From an optimization exercise on the open Yosys and OpenROAD flow, aimed at small area and a short achievable clock period; shortcuts taken in it are not production practice. Only simulation tests tie the RTL to the original design; equivalence was not proved. Power is estimated from default activity; no workload was simulated.

==> inputs of 08-03 <==
==> flow/design.v <==
package spm_pkg;
  localparam int unsigned COUNT_BITS = 5;
  localparam int unsigned CFG_INDEX_BITS = 2;
  localparam int unsigned FIELD_BITS = 32;
  localparam int unsigned INDEX_BITS = 4;
  localparam logic [COUNT_BITS-1:0] ROW_COUNT_RESET = 5'd4;
  localparam logic [COUNT_BITS-1:0] COL_COUNT_RESET = 5'd4;
  localparam logic [CFG_INDEX_BITS-1:0] REG_ROW_COUNT = 2'd0;
  localparam logic [CFG_INDEX_BITS-1:0] REG_COL_COUNT = 2'd1;
  localparam logic CMD_LOAD = 1'b0;
  localparam logic CMD_EMIT = 1'b1;
  typedef enum logic [3:0] {
    HEAD_RIGHT = 4'b0001,
    HEAD_DOWN  = 4'b0010,
    HEAD_LEFT  = 4'b0100,
    HEAD_UP    = 4'b1000
  } heading_t;
  typedef struct packed {
    logic                         cmd;
    logic signed [FIELD_BITS-1:0] load_value;
  } req_item_t;
  typedef struct packed {
    logic signed [FIELD_BITS-1:0] element;
    logic [INDEX_BITS-1:0]        row_index;
    logic [INDEX_BITS-1:0]        col_index;
    logic                         last_of_spiral;
  } rsp_item_t;
  typedef struct packed {
    logic restart;
    logic step;
  } walk_ctrl_t;
endpackage
module spm_ram #(
  parameter int unsigned WIDTH = 32,
  parameter int unsigned DEPTH = 256
) (
  input  logic                     clk,
  input  logic                     we,
  input  logic [7:0]               waddr,
  input  logic [WIDTH-1:0]         wdata,
  input  logic                     rload,
  input  logic [7:0]               raddr_new,
  output logic [WIDTH-1:0]         rdata
);
  localparam int unsigned NB = 32;   
  localparam int unsigned NS = 8;    
  logic [2:0] ph, ph1;   
  logic [NS-1:0]             dl_v;
  logic [NS-1:0][7:0]        dl_a;
  logic [NS-1:0][WIDTH-1:0]  dl_d;
  logic [NB-1:0][NS-1:0][WIDTH-1:0] ring;
  always_ff @(posedge clk) begin
    ph1 <= ph1 + 3'd1;
    ph  <= ph1;
  end
  always_ff @(posedge clk) begin
    dl_v <= {dl_v[NS-2:0], we};
    dl_a <= {dl_a[NS-2:0], waddr};
    dl_d <= {dl_d[NS-2:0], wdata};
  end
  logic [NS-1:0]  nv;
  logic [NS-1:0][7:0] na;
  logic [NS-1:0]  cz, cn, sz_d, sn_d, sz, sn;
  logic [NB-1:0]  ins_d_en, ins_en;
  logic           any_z;
  always_comb begin
    logic seen_z;
    nv = {dl_v[NS-2:0], we};
    na = {dl_a[NS-2:0], waddr};
    for (int j = 0; j < NS; j++) begin
      cz[j] = nv[j] && na[j][2:0] == ph1 && na[j][7:3] == 5'd0;
      cn[j] = nv[j] && na[j][2:0] == ph1 && na[j][7:3] != 5'd0;
    end
    seen_z = 1'b0;
    for (int j = 0; j < NS; j++) begin
      sz_d[j] = cz[j] && !seen_z;
      seen_z  = seen_z || cz[j];
    end
    sn_d = cn;
    ins_d_en[0] = seen_z;
    for (int b = 1; b < NB; b++) begin
      ins_d_en[b] = 1'b0;
      for (int j = 0; j < NS; j++) begin
        ins_d_en[b] = ins_d_en[b] || (cn[j] && na[j][7:3] == 5'(b));
      end
    end
  end
  always_ff @(posedge clk) begin
    sz     <= sz_d;
    sn     <= sn_d;
    ins_en <= ins_d_en;
  end
  logic [WIDTH-1:0] bus_z, bus_n;
  always_comb begin
    bus_z = '0;
    bus_n = '0;
    for (int j = 0; j < NS; j++) begin
      bus_z = bus_z | (dl_d[j] & {WIDTH{sz[j]}});
      bus_n = bus_n | (dl_d[j] & {WIDTH{sn[j]}});
    end
  end
  for (genvar b = 0; b < NB; b++) begin : g_bank
    logic [WIDTH-1:0] ins_d;
    if (b == 0) begin : g_z
      assign ins_d = bus_z;
    end else begin : g_n
      assign ins_d = bus_n;
    end
    always_ff @(posedge clk) begin
      for (int p = 0; p < NS - 1; p++) begin
        ring[b][p] <= ring[b][p+1];
      end
      ring[b][NS-1] <= ins_en[b] ? ins_d : ring[b][0];
    end
  end
  logic [7:0]       r_addr;
  logic [NB-1:0]    r_bank;    
  logic [NS-1:0]    r_pos;     
  logic [2:0]       pos_new;
  assign pos_new = raddr_new[2:0] - ph1;
  always_ff @(posedge clk) begin
    if (rload) begin
      r_addr <= raddr_new;
      for (int i = 0; i < NB; i++) begin
        r_bank[i] <= raddr_new[7:3] == 5'(i);
      end
      for (int i = 0; i < NS; i++) begin
        r_pos[i]  <= pos_new == 3'(i);
      end
    end else begin
      r_pos <= {r_pos[0], r_pos[NS-1:1]};
    end
  end
  logic [NB-1:0][WIDTH-1:0] bank_rd;
  logic [WIDTH-1:0] ring_rd, byp_d;
  logic [NS-1:0]    hit, hsel;
  logic             any_hit;
  always_comb begin
    logic seen;
    for (int b = 0; b < NB; b++) begin
      bank_rd[b] = '0;
      for (int p = 0; p < NS; p++) begin
        bank_rd[b] = bank_rd[b] | (ring[b][p] & {WIDTH{r_pos[p]}});
      end
    end
    ring_rd = '0;
    for (int b = 0; b < NB; b++) begin
      ring_rd = ring_rd | (bank_rd[b] & {WIDTH{r_bank[b]}});
    end
    seen = 1'b0;
    for (int j = 0; j < NS; j++) begin
      hit[j]  = dl_v[j] && dl_a[j] == r_addr;
      hsel[j] = hit[j] && !seen;
      seen    = seen || hit[j];
    end
    any_hit = seen;
    byp_d = '0;
    for (int j = 0; j < NS; j++) begin
      byp_d = byp_d | (dl_d[j] & {WIDTH{hsel[j]}});
    end
    rdata = any_hit ? byp_d : ring_rd;
  end
endmodule
module spm_walker (
  input  logic       clk,
  input  logic       rst,
  input  logic       restart,
  input  logic       step,
  input  logic [3:0] rows_m1_new,   
  input  logic [3:0] cols_m1_new,   
  input  logic [4:0] cols_cur,      
  output logic [3:0] row,
  output logic [3:0] col,
  output logic       last,
  output logic [7:0] addr
);
  localparam int unsigned HR = 0, HD = 1, HL = 2, HU = 3;
  logic [3:0] head;
  logic [3:0] seg_rem;           
  logic       seg_end;           
  logic       seg_one;           
  logic [3:0] h_len, v_len;      
  logic       h_zero, v_zero, h_one, v_one;
  logic [3:0] row_q, col_q;
  logic [7:0] addr_q;
  logic       horiz;             
  logic       next_zero, next_one;
  logic [3:0] next_len;
  logic [3:0] nhead;
  logic [7:0] cols8;
  assign horiz     = head[HR] || head[HL];
  assign next_len  = horiz ? v_len : h_len;
  assign next_zero = horiz ? v_zero : h_zero;
  assign next_one  = horiz ? v_one : h_one;
  assign last      = seg_end && next_zero;
  assign nhead     = seg_end ? {head[2:0], head[3]} : head;
  assign cols8     = 8'(cols_cur);
  always_ff @(posedge clk) begin
    if (rst || restart || (step && last)) begin
      head    <= 4'b0001;
      seg_rem <= cols_m1_new;
      seg_end <= cols_m1_new == 4'd0;
      seg_one <= cols_m1_new == 4'd1;
      h_len   <= cols_m1_new;
      h_zero  <= cols_m1_new == 4'd0;
      h_one   <= cols_m1_new == 4'd1;
      v_len   <= rows_m1_new;
      v_zero  <= rows_m1_new == 4'd0;
      v_one   <= rows_m1_new == 4'd1;
      row_q   <= '0;
      col_q   <= '0;
      addr_q  <= '0;
    end else if (step) begin
      head <= nhead;
      if (seg_end) begin
        seg_rem <= next_len - 4'd1;
        seg_end <= next_one;
        seg_one <= next_len == 4'd2;
        if (horiz) begin
          v_len  <= v_len - 4'd1;
          v_zero <= v_one;
          v_one  <= v_len == 4'd2;
        end else begin
          h_len  <= h_len - 4'd1;
          h_zero <= h_one;
          h_one  <= h_len == 4'd2;
        end
      end else begin
        seg_rem <= seg_rem - 4'd1;
        seg_end <= seg_one;
        seg_one <= seg_rem == 4'd2;
      end
      if (nhead[HR]) begin
        col_q  <= col_q + 4'd1;
        addr_q <= addr_q + 8'd1;
      end else if (nhead[HD]) begin
        row_q  <= row_q + 4'd1;
        addr_q <= addr_q + cols8;
      end else if (nhead[HL]) begin
        col_q  <= col_q - 4'd1;
        addr_q <= addr_q - 8'd1;
      end else begin
        row_q  <= row_q - 4'd1;
        addr_q <= addr_q - cols8;
      end
    end
  end
  assign row  = row_q;
  assign col  = col_q;
  assign addr = addr_q;
endmodule
module spiral_matrix_order #(
  parameter int unsigned MAX_ROWS  = 16,
  parameter int unsigned MAX_COLS  = 16,
  parameter int unsigned DATA_BITS = 32
) (
  input  logic                                clk,
  input  logic                                rst,
  input  logic                                req_valid,
  output logic                                req_stall,
  input  spm_pkg::req_item_t                  req,
  output logic                                rsp_valid,
  input  logic                                rsp_stall,
  output spm_pkg::rsp_item_t                  rsp,
  input  logic                                cfg_valid,
  output logic                                cfg_ready,
  input  logic [spm_pkg::CFG_INDEX_BITS-1:0]  cfg_index,
  input  logic [spm_pkg::COUNT_BITS-1:0]      cfg_data
);
  function automatic logic [3:0] clamp_m1(input logic [4:0] v);
    logic [3:0] res;
    if (v == 5'd0) begin
      res = 4'd0;
    end else if (v[4]) begin
      res = 4'd15;
    end else begin
      res = 4'(v - 5'd1);
    end
    clamp_m1 = res;
  endfunction
  logic [3:0] rows_m1, cols_m1, rows_m1_next, cols_m1_next;
  logic       cfg_row, cfg_col, cfg_hit;
  logic [3:0] ld_row, ld_col;
  logic [7:0] ld_addr;
  logic       req_fire, emit_fire, load_fire;
  logic [3:0] walk_row, walk_col;
  logic       walk_last;
  logic [7:0] walk_addr;
  logic [DATA_BITS-1:0] rd_data;
  logic       p_valid, p_advance, stall_pair;
  logic [3:0] p_row, p_col;
  logic       p_last;
  logic       p_valid_next, rsp_valid_next;
  assign cfg_ready = 1'b1;
  assign cfg_row   = cfg_valid && cfg_index == spm_pkg::REG_ROW_COUNT;
  assign cfg_col   = cfg_valid && cfg_index == spm_pkg::REG_COL_COUNT;
  assign cfg_hit   = cfg_row || cfg_col;
  always_comb begin
    rows_m1_next = rows_m1;
    cols_m1_next = cols_m1;
    if (rst) begin
      rows_m1_next = 4'(spm_pkg::ROW_COUNT_RESET - 1);
      cols_m1_next = 4'(spm_pkg::COL_COUNT_RESET - 1);
    end else if (cfg_row) begin
      rows_m1_next = clamp_m1(cfg_data);
    end else if (cfg_col) begin
      cols_m1_next = clamp_m1(cfg_data);
    end
  end
  always_ff @(posedge clk) begin
    rows_m1 <= rows_m1_next;
    cols_m1 <= cols_m1_next;
  end
  assign req_stall = stall_pair && rsp_stall;
  assign p_advance = p_valid && (!rsp_valid || !rsp_stall);
  assign req_fire  = req_valid && !req_stall;
  assign emit_fire = req_fire && req.cmd == spm_pkg::CMD_EMIT;
  assign load_fire = req_fire && req.cmd == spm_pkg::CMD_LOAD;
  always_ff @(posedge clk) begin
    if (rst || cfg_hit) begin
      ld_row  <= '0;
      ld_col  <= '0;
      ld_addr <= '0;
    end else if (load_fire) begin
      if (ld_col == cols_m1) begin
        ld_col <= '0;
        if (ld_row == rows_m1) begin
          ld_row  <= '0;
          ld_addr <= '0;
        end else begin
          ld_row  <= ld_row + 4'd1;
          ld_addr <= ld_addr + 8'd1;
        end
      end else begin
        ld_col  <= ld_col + 4'd1;
        ld_addr <= ld_addr + 8'd1;
      end
    end
  end
  spm_walker u_walker (
    .clk        (clk),
    .rst        (rst),
    .restart    (load_fire || cfg_hit),
    .step       (emit_fire),
    .rows_m1_new(rows_m1_next),
    .cols_m1_new(cols_m1_next),
    .cols_cur   (5'(cols_m1) + 5'd1),
    .row        (walk_row),
    .col        (walk_col),
    .last       (walk_last),
    .addr       (walk_addr)
  );
  spm_ram #(
    .WIDTH(DATA_BITS),
    .DEPTH(MAX_ROWS * MAX_COLS)
  ) u_store (
    .clk  (clk),
    .we   (load_fire),
    .waddr(ld_addr),
    .wdata(DATA_BITS'($unsigned(req.load_value))),
    .rload(emit_fire),
    .raddr_new(walk_addr),
    .rdata(rd_data)
  );
  always_comb begin
    p_valid_next = p_valid;
    if (rst) begin
      p_valid_next = 1'b0;
    end else if (emit_fire) begin
      p_valid_next = 1'b1;
    end else if (p_advance) begin
      p_valid_next = 1'b0;
    end
    rsp_valid_next = rsp_valid;
    if (rst) begin
      rsp_valid_next = 1'b0;
    end else if (p_advance) begin
      rsp_valid_next = 1'b1;
    end else if (!rsp_stall) begin
      rsp_valid_next = 1'b0;
    end
  end
  always_ff @(posedge clk) begin
    p_valid    <= p_valid_next;
    rsp_valid  <= rsp_valid_next;
    stall_pair <= p_valid_next && rsp_valid_next;
  end
  always_ff @(posedge clk) begin
    if (emit_fire) begin
      p_row  <= walk_row;
      p_col  <= walk_col;
      p_last <= walk_last;
    end
  end
  always_ff @(posedge clk) begin
    if (p_advance) begin
      rsp.element        <= spm_pkg::FIELD_BITS'(rd_data);
      rsp.row_index      <= p_row;
      rsp.col_index      <= p_col;
      rsp.last_of_spiral <= p_last;
    end
  end
endmodule
==> flow/run.sh <==
#!/bin/bash
# synth_recipe.tcl (not shown) runs the flow's synth.tcl, then flattens the netlist and writes it again
# the make line also repeats each setting of config.mk as NAME=value (left out here)
make -C /OpenROAD-flow-scripts/flow DESIGN_CONFIG=/design/flow/config.mk WORK_HOME=/design/flow/orfs CLKGATE_MAP_FILE= SYNTH_SCRIPT=/design/flow/synth_recipe.tcl finish
==> flow/config.mk <==
export PLATFORM = sky130hd
export DESIGN_NAME = spiral_matrix_order
export DESIGN_NICKNAME = spiral_matrix_order
export VERILOG_FILES = /design/flow/design.v
export SDC_FILE = /design/flow/constraint.sdc
export NUM_CORES = 4
export LEC_CHECK = 0
export ABC_CLOCK_PERIOD_IN_PS = 3500
export CAP_MARGIN = 20
export CORE_MARGIN = 2
export CORE_UTILIZATION = 45
export CTS_BUF_LIST = sky130_fd_sc_hd__clkbuf_16
export CTS_CLUSTER_DIAMETER = 70
export CTS_CLUSTER_SIZE = 30
export SETUP_SLACK_MARGIN = 4.5
export SLEW_MARGIN = 20
export SYNTH_MEMORY_MAX_BITS = 16384
==> flow/constraint.sdc <==
create_clock -name core_clock -period 8.0 [get_ports {clk}]
set_input_delay 1.6000 -clock core_clock [delete_from_list [all_inputs] [get_ports {clk}]]
set_output_delay 1.6000 -clock core_clock [all_outputs]
set_load 0.01 [all_outputs]
==> 05-19: changes against 08-03 <==
CORE_UTILIZATION = 55   (was 45)
PLACE_DENSITY = 0.7   (was default)
==> 05-26: changes against 08-03 <==
--- a/flow/design.v
+++ b/flow/design.v
@@ -42,15 +42,15 @@
   input  logic [7:0]               raddr_new,
   output logic [WIDTH-1:0]         rdata
 );
-  localparam int unsigned NB = 32;   
-  localparam int unsigned NS = 8;    
-  logic [2:0] ph, ph1;   
+  localparam int unsigned NB = 16;   
+  localparam int unsigned NS = 16;   
+  logic [3:0] ph, ph1;   
   logic [NS-1:0]             dl_v;
   logic [NS-1:0][7:0]        dl_a;
   logic [NS-1:0][WIDTH-1:0]  dl_d;
   logic [NB-1:0][NS-1:0][WIDTH-1:0] ring;
   always_ff @(posedge clk) begin
-    ph1 <= ph1 + 3'd1;
+    ph1 <= ph1 + 4'd1;
     ph  <= ph1;
   end
   always_ff @(posedge clk) begin
@@ -68,8 +68,8 @@
     nv = {dl_v[NS-2:0], we};
     na = {dl_a[NS-2:0], waddr};
     for (int j = 0; j < NS; j++) begin
-      cz[j] = nv[j] && na[j][2:0] == ph1 && na[j][7:3] == 5'd0;
-      cn[j] = nv[j] && na[j][2:0] == ph1 && na[j][7:3] != 5'd0;
+      cz[j] = nv[j] && na[j][3:0] == ph1 && na[j][7:4] == 4'd0;
+      cn[j] = nv[j] && na[j][3:0] == ph1 && na[j][7:4] != 4'd0;
     end
     seen_z = 1'b0;
     for (int j = 0; j < NS; j++) begin
@@ -81,7 +81,7 @@
     for (int b = 1; b < NB; b++) begin
       ins_d_en[b] = 1'b0;
       for (int j = 0; j < NS; j++) begin
-        ins_d_en[b] = ins_d_en[b] || (cn[j] && na[j][7:3] == 5'(b));
+        ins_d_en[b] = ins_d_en[b] || (cn[j] && na[j][7:4] == 4'(b));
       end
     end
   end
@@ -116,16 +116,14 @@
   logic [7:0]       r_addr;
   logic [NB-1:0]    r_bank;    
   logic [NS-1:0]    r_pos;     
-  logic [2:0]       pos_new;
-  assign pos_new = raddr_new[2:0] - ph1;
+  logic [3:0]       pos_new;
+  assign pos_new = raddr_new[3:0] - ph1;
   always_ff @(posedge clk) begin
     if (rload) begin
       r_addr <= raddr_new;
-      for (int i = 0; i < NB; i++) begin
-        r_bank[i] <= raddr_new[7:3] == 5'(i);
-      end
-      for (int i = 0; i < NS; i++) begin
-        r_pos[i]  <= pos_new == 3'(i);
+      for (int i = 0; i < 16; i++) begin
+        r_bank[i] <= raddr_new[7:4] == 4'(i);
+        r_pos[i]  <= pos_new == 4'(i);
       end
     end else begin
       r_pos <= {r_pos[0], r_pos[NS-1:1]};
SETUP_SLACK_MARGIN = 4.3   (was 4.5)
==> comparison <==
- 05-26 produced a clean layout. 08-03 completed with no timing, DRC or antenna violations. 05-19 passed the timing, design-rule and antenna checks.
- Of 05-26 and 05-19, 05-19 has the higher worst setup slack (gap 230 ps).
- Between 05-26 and 05-19, the lower sequential power is in 05-19 (gap 12%, measured against 05-19).
- In 05-19 the global-route usage is higher than in 08-03, by 5.1 points.
- Sequential share of layout area: 05-19 > 08-03 > 05-26.

-- afterwards: timing with drivers on the ports --
In the flow no input, the clock included, has a driving cell. The finished layouts below were timed again as built, in two steps. Step 1: set_driving_cell puts a clkbuf_16 on clk and a buf_2 on each other input, an assumption about the parent block. Step 2 moves the port delays by t, midway between the first and last clock arrival at a register: inputs arrive t later, outputs are due t later. That takes back most of the time a late clock gives input paths. a / b / c = no drivers / after step 1 / after step 2; a / b = the first two.
run	t (ns)	setup slack, ns	worst slew at a driven data input, ns	cell pins on the clock port's net
08-03	1.161	4.106 / 4.106 / 3.568	0.11	1
05-19	1.137	4.349 / 4.230 / 3.568	0.22	1
05-26	1.187	4.123 / 4.097 / 3.362	0.25	1
After both steps every run listed still meets setup and hold. The setup slack of 05-19, which loses most, moves by -0.119 ns with the drivers and by -0.781 ns with both steps.
